This design comes from an exercise in tuning for small area, a short achievable clock period and few clock cycles per item on the open sky130 flow, not from production work. In this exercise RTL edits were held to simulation tests only and were not proved equivalent to the original.

`design/flow/run.sh`:
```
#!/bin/bash
# synth_recipe.tcl (not shown) runs the flow's synth.tcl, then flattens the netlist and writes it again
# the make line also repeats each setting of config.mk as NAME=value (left out here)
make -C /OpenROAD-flow-scripts/flow DESIGN_CONFIG=/design/flow/config.mk WORK_HOME=/design/flow/orfs CLKGATE_MAP_FILE= SYNTH_SCRIPT=/design/flow/synth_recipe.tcl finish
```
`design/flow/config.mk`:
```
export PLATFORM = sky130hd
export DESIGN_NAME = sw_top
export DESIGN_NICKNAME = sw_top
export VERILOG_FILES = /design/flow/design.v
export SDC_FILE = /design/flow/constraint.sdc
export NUM_CORES = 4
export LEC_CHECK = 0
export CAP_MARGIN = 20
export CORE_MARGIN = 2
export CORE_UTILIZATION = 40
export SLEW_MARGIN = 20
```
`design/flow/constraint.sdc`:
```
create_clock -name core_clock -period 55.0 [get_ports {clk}]
set_input_delay 11.0000 -clock core_clock [delete_from_list [all_inputs] [get_ports {clk}]]
set_output_delay 11.0000 -clock core_clock [all_outputs]
set_load 0.01 [all_outputs]
```
`design/flow/design.v`:
```
package sw_pkg;
    localparam int SCORE_W = 8;
    localparam logic signed [SCORE_W-1:0] MATCH      = 8'sd2;
    localparam logic signed [SCORE_W-1:0] MISMATCH   = -8'sd1;
    localparam logic signed [SCORE_W-1:0] GAP_OPEN   = -8'sd2;   
    localparam logic signed [SCORE_W-1:0] GAP_EXTEND = -8'sd1;   
endpackage
`timescale 1ns/1ps
module sw_pe (
    input  logic              clk,
    input  logic              reset,
    input  logic              load_i,
    input  logic [1:0]        query_i,
    input  logic [1:0]        ref_i,
    input  logic              ref_valid_i,
    input  logic signed [7:0] h_left_i,
    input  logic signed [7:0] i_left_i,
    input  logic signed [7:0] h_diag_i,
    output logic [1:0]        ref_o,
    output logic              ref_valid_o,
    output logic signed [7:0] h_o,
    output logic signed [7:0] i_o,
    output logic signed [7:0] h_diag_o
);
    logic [1:0]        query_q;
    logic [1:0]        query_cur;
    logic signed [7:0] d_q;         
    logic signed [7:0] s_val;
    logic signed [7:0] diag_sum;    
    logic signed [7:0] i_open, i_ext, i_new;
    logic signed [7:0] d_open, d_ext, d_new;
    logic signed [7:0] m0, m1, h_new;
    assign query_cur = load_i ? query_i : query_q;
    assign s_val     = (ref_i == query_cur) ? sw_pkg::MATCH : sw_pkg::MISMATCH;
    assign i_open   = h_left_i + sw_pkg::GAP_OPEN;        
    assign i_ext    = i_left_i + sw_pkg::GAP_EXTEND;
    assign i_new    = (i_open > i_ext) ? i_open : i_ext;
    assign d_open   = h_o + sw_pkg::GAP_OPEN;             
    assign d_ext    = d_q + sw_pkg::GAP_EXTEND;
    assign d_new    = (d_open > d_ext) ? d_open : d_ext;
    assign diag_sum = h_diag_i + s_val;
    assign m0       = (diag_sum > 8'sd0) ? diag_sum : 8'sd0;
    assign m1       = (i_new > d_new) ? i_new : d_new;
    assign h_new    = (m0 > m1) ? m0 : m1;
    always_ff @(posedge clk or posedge reset)
    begin
        if (reset)
        begin
            ref_valid_o <= 1'b0;
            h_o         <= '0;
            i_o         <= sw_pkg::GAP_OPEN;
            d_q         <= sw_pkg::GAP_OPEN;
            h_diag_o    <= '0;
        end
        else
        begin
            ref_valid_o <= ref_valid_i;
            h_diag_o    <= h_o;          
            if (ref_valid_i)
            begin
                h_o <= h_new;
                i_o <= i_new;
                d_q <= d_new;
            end
            else
            begin
                h_o <= '0;
                i_o <= sw_pkg::GAP_OPEN;
                d_q <= sw_pkg::GAP_OPEN;
            end
        end
    end
    always_ff @(posedge clk)
    begin
        ref_o <= ref_i;
        if (load_i)
        begin
            query_q <= query_i;
        end
    end
endmodule
`timescale 1ns/1ps
module sw_array #(
    parameter int NUM_QUERY = 32
)
(
    input  logic                   clk,
    input  logic                   reset,
    input  logic [NUM_QUERY-1:0]   query_load_i,
    input  logic [1:0]             data_query_i,
    input  logic [1:0]             data_ref_i,
    input  logic                   ref_valid_i,
    output logic [8*NUM_QUERY-1:0] h_all_o,        
    output logic [NUM_QUERY-1:0]   cell_valid_o
);
    logic [1:0] ref_q;       
    logic [1:0] query_q;
    logic [1:0]              ref_chain  [NUM_QUERY+1];
    logic                    vld_chain  [NUM_QUERY+1];
    logic signed [7:0]       h_chain    [NUM_QUERY+1];
    logic signed [7:0]       i_chain    [NUM_QUERY+1];
    logic signed [7:0]       diag_chain [NUM_QUERY+1];
    always_ff @(posedge clk)
    begin
        ref_q   <= data_ref_i;
        query_q <= data_query_i;
    end
    assign ref_chain[0]  = ref_q;
    assign vld_chain[0]  = ref_valid_i;
    assign h_chain[0]    = '0;
    assign i_chain[0]    = sw_pkg::GAP_OPEN;
    assign diag_chain[0] = '0;
    for (genvar k = 0; k < NUM_QUERY; k++)
    begin : g_cell
        sw_pe u_pe (
            .clk         (clk),
            .reset       (reset),
            .load_i      (query_load_i[k]),
            .query_i     (query_q),
            .ref_i       (ref_chain[k]),
            .ref_valid_i (vld_chain[k]),
            .h_left_i    (h_chain[k]),
            .i_left_i    (i_chain[k]),
            .h_diag_i    (diag_chain[k]),
            .ref_o       (ref_chain[k+1]),
            .ref_valid_o (vld_chain[k+1]),
            .h_o         (h_chain[k+1]),
            .i_o         (i_chain[k+1]),
            .h_diag_o    (diag_chain[k+1])
        );
        assign h_all_o[8*k +: 8] = h_chain[k+1];
        assign cell_valid_o[k]   = vld_chain[k+1];   
    end
endmodule
`timescale 1ns/1ps
module sw_ctrl #(
    parameter int NUM_REF   = 64,
    parameter int NUM_QUERY = 32
)
(
    input  logic                                       clk,
    input  logic                                       reset,
    input  logic                                       valid_i,
    output logic [NUM_QUERY-1:0]                       query_load_o,
    output logic                                       ref_valid_o,
    output logic                                       clear_o,
    output logic [$clog2(NUM_REF + NUM_QUERY + 1)-1:0] diag_o,
    output logic                                       finish_o
);
    localparam int               CNT_W      = $clog2(NUM_REF + NUM_QUERY + 1);
    localparam logic [CNT_W-1:0] LOAD_LAST  = CNT_W'(NUM_REF - 1);
    localparam logic [CNT_W-1:0] DRAIN_LAST = CNT_W'(NUM_REF + NUM_QUERY);
    localparam logic [1:0] S_IDLE  = 2'd0;
    localparam logic [1:0] S_LOAD  = 2'd1;
    localparam logic [1:0] S_DRAIN = 2'd2;
    logic [1:0]       state;
    logic [CNT_W-1:0] count;     
    always_ff @(posedge clk or posedge reset)
    begin
        if (reset)
        begin
            state    <= S_IDLE;
            count    <= '0;
            finish_o <= 1'b0;
        end
        else
        begin
            finish_o <= 1'b0;
            case (state)
                S_IDLE:
                begin
                    if (valid_i)
                    begin
                        state <= S_LOAD;
                        count <= '0;
                    end
                end
                S_LOAD:
                begin
                    count <= count + 1'b1;
                    if (count == LOAD_LAST)
                    begin
                        state <= S_DRAIN;
                    end
                end
                S_DRAIN:
                begin
                    if (count == DRAIN_LAST)
                    begin
                        state    <= S_IDLE;
                        finish_o <= 1'b1;    
                    end
                    else
                    begin
                        count <= count + 1'b1;
                    end
                end
                default: state <= S_IDLE;
            endcase
        end
    end
    assign ref_valid_o = (state == S_LOAD);
    assign clear_o     = (state == S_LOAD) && (count == '0);
    assign diag_o      = count;
    always_comb
    begin
        for (int j = 0; j < NUM_QUERY; j++)
        begin
            query_load_o[j] = (state == S_LOAD) && (count == CNT_W'(j));
        end
    end
endmodule
`timescale 1ns/1ps
module sw_max_tracker #(
    parameter int NUM_REF   = 64,
    parameter int NUM_QUERY = 32
)
(
    input  logic                                       clk,
    input  logic                                       reset,
    input  logic                                       clear_i,
    input  logic [$clog2(NUM_REF + NUM_QUERY + 1)-1:0] diag_i,
    input  logic [8*NUM_QUERY-1:0]                     h_all_i,    
    input  logic [NUM_QUERY-1:0]                       cell_valid_i,
    output logic signed [7:0]                          max_o,
    output logic [$clog2(NUM_REF + 1)-1:0]             pos_ref_o,
    output logic [$clog2(NUM_QUERY + 1)-1:0]           pos_query_o
);
    localparam int DIAG_W = $clog2(NUM_REF + NUM_QUERY + 1);
    localparam int REF_W  = $clog2(NUM_REF + 1);
    localparam int QRY_W  = $clog2(NUM_QUERY + 1);
    logic signed [7:0] best_h;
    logic [QRY_W-1:0]  best_idx;
    logic [DIAG_W-1:0] ref_pos;
    always_comb
    begin
        best_h   = '0;       
        best_idx = '0;
        for (int k = 0; k < NUM_QUERY; k++)
        begin
            if (cell_valid_i[k] && $signed(h_all_i[8*k +: 8]) > best_h)    
            begin
                best_h   = h_all_i[8*k +: 8];
                best_idx = QRY_W'(k);
            end
        end
    end
    assign ref_pos = diag_i - DIAG_W'(best_idx);    
    always_ff @(posedge clk or posedge reset)
    begin
        if (reset)
        begin
            max_o       <= '0;
            pos_ref_o   <= '0;
            pos_query_o <= '0;
        end
        else if (clear_i)
        begin
            max_o       <= '0;
            pos_ref_o   <= '0;
            pos_query_o <= '0;
        end
        else if (best_h > max_o)
        begin
            max_o       <= best_h;
            pos_ref_o   <= REF_W'(ref_pos);
            pos_query_o <= best_idx + QRY_W'(1);    
        end
    end
endmodule
`timescale 1ns/1ps
module sw_top #(
    parameter int NUM_REF   = 64,
    parameter int NUM_QUERY = 32
)
(
    input  logic                             clk,
    input  logic                             reset,
    input  logic                             valid_i,
    input  logic [1:0]                       data_ref_i,
    input  logic [1:0]                       data_query_i,
    output logic                             finish_o,
    output logic signed [7:0]                max_o,
    output logic [$clog2(NUM_REF + 1)-1:0]   pos_ref_o,
    output logic [$clog2(NUM_QUERY + 1)-1:0] pos_query_o
);
    localparam int DIAG_W = $clog2(NUM_REF + NUM_QUERY + 1);
    logic [NUM_QUERY-1:0]   query_load;
    logic                   ref_valid;
    logic                   clear;
    logic [DIAG_W-1:0]      diag;
    logic [8*NUM_QUERY-1:0] h_all;
    logic [NUM_QUERY-1:0]   cell_valid;
    sw_ctrl #(
        .NUM_REF   (NUM_REF),
        .NUM_QUERY (NUM_QUERY)
    ) u_ctrl (
        .clk          (clk),
        .reset        (reset),
        .valid_i      (valid_i),
        .query_load_o (query_load),
        .ref_valid_o  (ref_valid),
        .clear_o      (clear),
        .diag_o       (diag),
        .finish_o     (finish_o)
    );
    sw_array #(
        .NUM_QUERY (NUM_QUERY)
    ) u_array (
        .clk          (clk),
        .reset        (reset),
        .query_load_i (query_load),
        .data_query_i (data_query_i),
        .data_ref_i   (data_ref_i),
        .ref_valid_i  (ref_valid),
        .h_all_o      (h_all),
        .cell_valid_o (cell_valid)
    );
    sw_max_tracker #(
        .NUM_REF   (NUM_REF),
        .NUM_QUERY (NUM_QUERY)
    ) u_tracker (
        .clk          (clk),
        .reset        (reset),
        .clear_i      (clear),
        .diag_i       (diag),
        .h_all_i      (h_all),
        .cell_valid_i (cell_valid),
        .max_o        (max_o),
        .pos_ref_o    (pos_ref_o),
        .pos_query_o  (pos_query_o)
    );
endmodule
```
==> results.txt <==
==> per-stage QoR <==
step / cell area [um^2] / TNS [ns] / instances / hold WS [ns]
finish: 111000 / 0 / 14402 / 0.359
global route: 111000 / -8.92 / 14401 / 0.364
CTS: 109000 / 0 / 14293 / 0.361
detailed placement: 103000 / -52.18 / 14012 / 0.355
global placement: 103000 / -28.00 / 14012 / 0.355
floorplan: 98400 / 0 / 10758 / 0.349
==> state kept, by name, indices dropped and copies added, names as in the netlist, 8 cells and up <==
name / flops
u_array.g_cell.u_pe.query_q: 64
u_tracker.max_o: 8
u_array.g_cell.u_pe.d_q: 256
u_array.g_cell.u_pe.i_o: 240
u_array.g_cell.u_pe.h_diag_o: 248
u_array.g_cell.u_pe.ref_o: 62
u_array.g_cell.u_pe.ref_valid_o: 32
u_array.g_cell.u_pe.h_o: 256
==> area by class of cell <==
cell class | instances | area [um^2] | share of cell area
multi-input combinational | 8506 | 65700 | 0.593
sequential | 1193 | 29700 | 0.269
clock buffer | 207 | 4250 | 0.0384
tap | 3202 | 4010 | 0.0362
inverter | 907 | 3420 | 0.0308
timing repair buffer | 314 | 2560 | 0.0231
clock inverter | 70 | 1050 | 0.00945
antenna | 3 | 7.51 | 0.0000678
==> final timing paths <==
kind | start | end | slack (ns) | cells after the start
setup / recovery | u_array.g_cell[0].u_pe.h_o[7] | u_tracker.pos_ref_o[5] | 2.29 | 274
hold / removal | u_array.g_cell[26].u_pe.ref_o[0] | u_array.g_cell[27].u_pe.ref_o[0] | 0.36 | 0
setup reg to reg | u_array.g_cell[0].u_pe.h_o[7] | u_tracker.pos_ref_o[5] | 2.29 | 274
hold reg to reg | u_array.g_cell[26].u_pe.ref_o[0] | u_array.g_cell[27].u_pe.ref_o[0] | 0.36 | 0
max in group asynchronous | reset | u_array.g_cell[7].u_pe.h_o[7] | 40.76 | 6
min in group asynchronous | reset | u_array.g_cell[24].u_pe.i_o[0] | 10.70 | 2
==> metal layers <==
layer	share of wire	vias to the layer above	wire (um)
met1	0.44	38754	126000
met5	0	-	0
met2	0.48	1815	135000
met3	0.041	537	11700
li1	-	38566	-
met4	0.036	0	10100
==> cell families after synthesis <==
kind of cell	count (synthesis)	share of synthesized area
fa+ha+maj	1576	0.201
buf+inv	1065	0.0414
flops	1193	0.303
other cells	2	0.0000764
mux	880	0.0913
simple gates	3306	0.169
xor+xnor	797	0.0710
compound gates	1908	0.124
==> layout by cell type (no fill, tap or decap), types with 22 or more instances in the layout <==
cell | netlist | routed
a211oi_1 | 36 | 26
a21o_1 | 90 | 87
a21oi_1 | 525 | 493
a21oi_2 | 2 | 26
a31oi_1 | 30 | 22
a41o_1 | 24 | 24
and2_1 | 81 | 76
and4_1 | 31 | 31
buf_4 | 3 | 258
clkbuf_1 | 123 | 31
clkbuf_16 | 0 | 152
clkbuf_8 | 3 | 24
clkdlybuf4s50_1 | 0 | 28
clkinv_2 | 0 | 23
conb_1 | 2 | 33
dfrtp_1 | 629 | 628
dfstp_2 | 434 | 434
dfxtp_1 | 130 | 130
ha_1 | 1575 | 1571
inv_1 | 905 | 903
mux2_2 | 129 | 129
mux2i_1 | 751 | 747
nand2_1 | 623 | 614
nand2b_1 | 425 | 424
nand3_1 | 261 | 260
nand3b_1 | 29 | 29
nand4_1 | 168 | 168
nor2_1 | 849 | 834
nor2b_1 | 327 | 327
nor3_1 | 264 | 257
nor3b_1 | 31 | 31
nor4_1 | 50 | 49
o211ai_1 | 45 | 45
o21a_1 | 266 | 265
o21ai_0 | 421 | 398
o21ai_1 | 14 | 27
o22ai_1 | 207 | 202
or2_2 | 79 | 79
xnor2_1 | 468 | 468
xor2_1 | 329 | 329
==> what timing repair did <==
item	in CTS	in global routing
gates resized for setup	35	225
pin swaps	5	72
setup endpoints to repair	21	21
setup buffers	3	97
cloned	1	9
==> flow_summary.toml <==
[synthesis]
yosysMostFrequentCell = "ha_1"
synth-seq-cells = 1193
yosysSeqAreaShare = 0.303
yosysWarnings = 14
synth_flop_cell = "dfrtp_1"
ys_top_cells_by_count = "1575 x ha_1, 905 x inv_1, 849 x nor2_1, 751 x mux2i_1, 629 x dfrtp_1"
synth_top_area_share = 0.200
netlist_instances = 10727
synth_area_leaders = "ha_1 20%, dfrtp_1 16%, dfstp_2 12%, mux2i_1 7.6%, xnor2_1 4.2%"
ys_types = 119
avgSynthCellArea_um2 = 9.16
synth_top_area_cell = "ha_1"
async_flop_share = 0.891
syn-cell-area_um2 = 98300
synth_edf_count = 0

[global_routing]
grt_pass1_vias = 81390
track_usage = 0.221
grt_pass1_wl_um = 447000
antenna_found_initial = 3
grt.busiest_layer = "met2"
grt_overflow = 0
met2_usage = 0.380
use_met1 = 0.287
met3_usage = 0.0237
grt_max_degree = 168

[detailed_routing]
totalWireLength_um = 283000
via_count = 79672
drc = 0
wl_per_cell_um = 19.6
postRouteAntennaNets = 0
drt_iter0_markers = 4980
routed_via_density = 5.53
drtPass1Iterations = 8

[run_status]
status = "timing/DRC/antenna clean"

[floorplanning]
dieArea_um2 = 250000
io_pins = 29
chipWidth_um = 500
core.rowCount = 181
initial_utilization = 0.403
die_y_um = 500
core-area_um2 = 244000

[clock_network]
cts_sinks = 1193
clkTransAtPathRegs_ns = 0.06
root_buffer = "clkbuf_16"
cts_hold_buf = 0
cts_buffers = 148
ctsHtreeMaxLevel = 4
tritoncts = "done"
cts_buffer_depth = 3
clk_latency_ns = 0.84

[place]
io_buffers = 28
place.detailed.hpwl_um = 226000
gp_congestion = 0.964
dp_worst_setup_slack_ns = -2.66

[run]
drv_cap = 0

[setup_path]
arrival_ns = 53.45
crit_top_cell = "ha_1"
critPathMaxFanout = 18
slowest_delay_ns = 0.50
slowest_stage = "or4b_4"
path_class = "reg -> reg"
crit_family = "compound AO/OA/AOI/OAI gates"
cp_num_buf_inv = 35
critPathCaptureType = "flop"
required_ns = 55.74
critPathLaunchType = "flop"

[sta]
maxSlewViolCount = 0
fmax_mhz = 19.0
finalCriticalPeriod_ns = 52.71
maxSlewHeadroom = 0.179
final-hold-violation-count = 0
fin_crit_sh = 0.958
finalSetupViolCount = 0
skew_ns = 0.0489
setup_ws_ns = 2.29
tightest_slew_ns = 1.22

[cells_and_area]
layout.nets = 12653
area_delta_synth_final_pct = 12.7
drive_above_1_share = 0.127
fill_cells = 23028
post-route-util = 0.454

[worst_hold_path]
hold_class = "reg -> reg"
Testbench counts, summed over its fixed seeds: cycles 31,360, items 320.

-- what the ideal ports hide --
The flow's constraints put no driver on any port. The routed layout listed below was extracted and timed again, unchanged, in two steps.
Step 1: set_driving_cell puts a clkbuf_16 on clk and a buf_2 on each other input, an assumption about the parent block.
Step 2 times the ports against the registers' clock, not the clock port: input delays grow and output delays shrink by t, the midpoint of the rising clock arrivals with the driver on.
Slacks: ideal / step 1 / step 2; pairs: ideal / step 1.
shift t [ns]: 0.903
setup slack, ns: 2.288 / 2.288 / 2.288
latest minus earliest clock arrival (ns): 0.052 / 0.053
worst data-port slew with drivers (ns): 0.06
After both steps setup and hold are still met in this run. For this run, drivers alone change the setup slack by 0.000 ns; drivers and shift together by 0.000 ns.
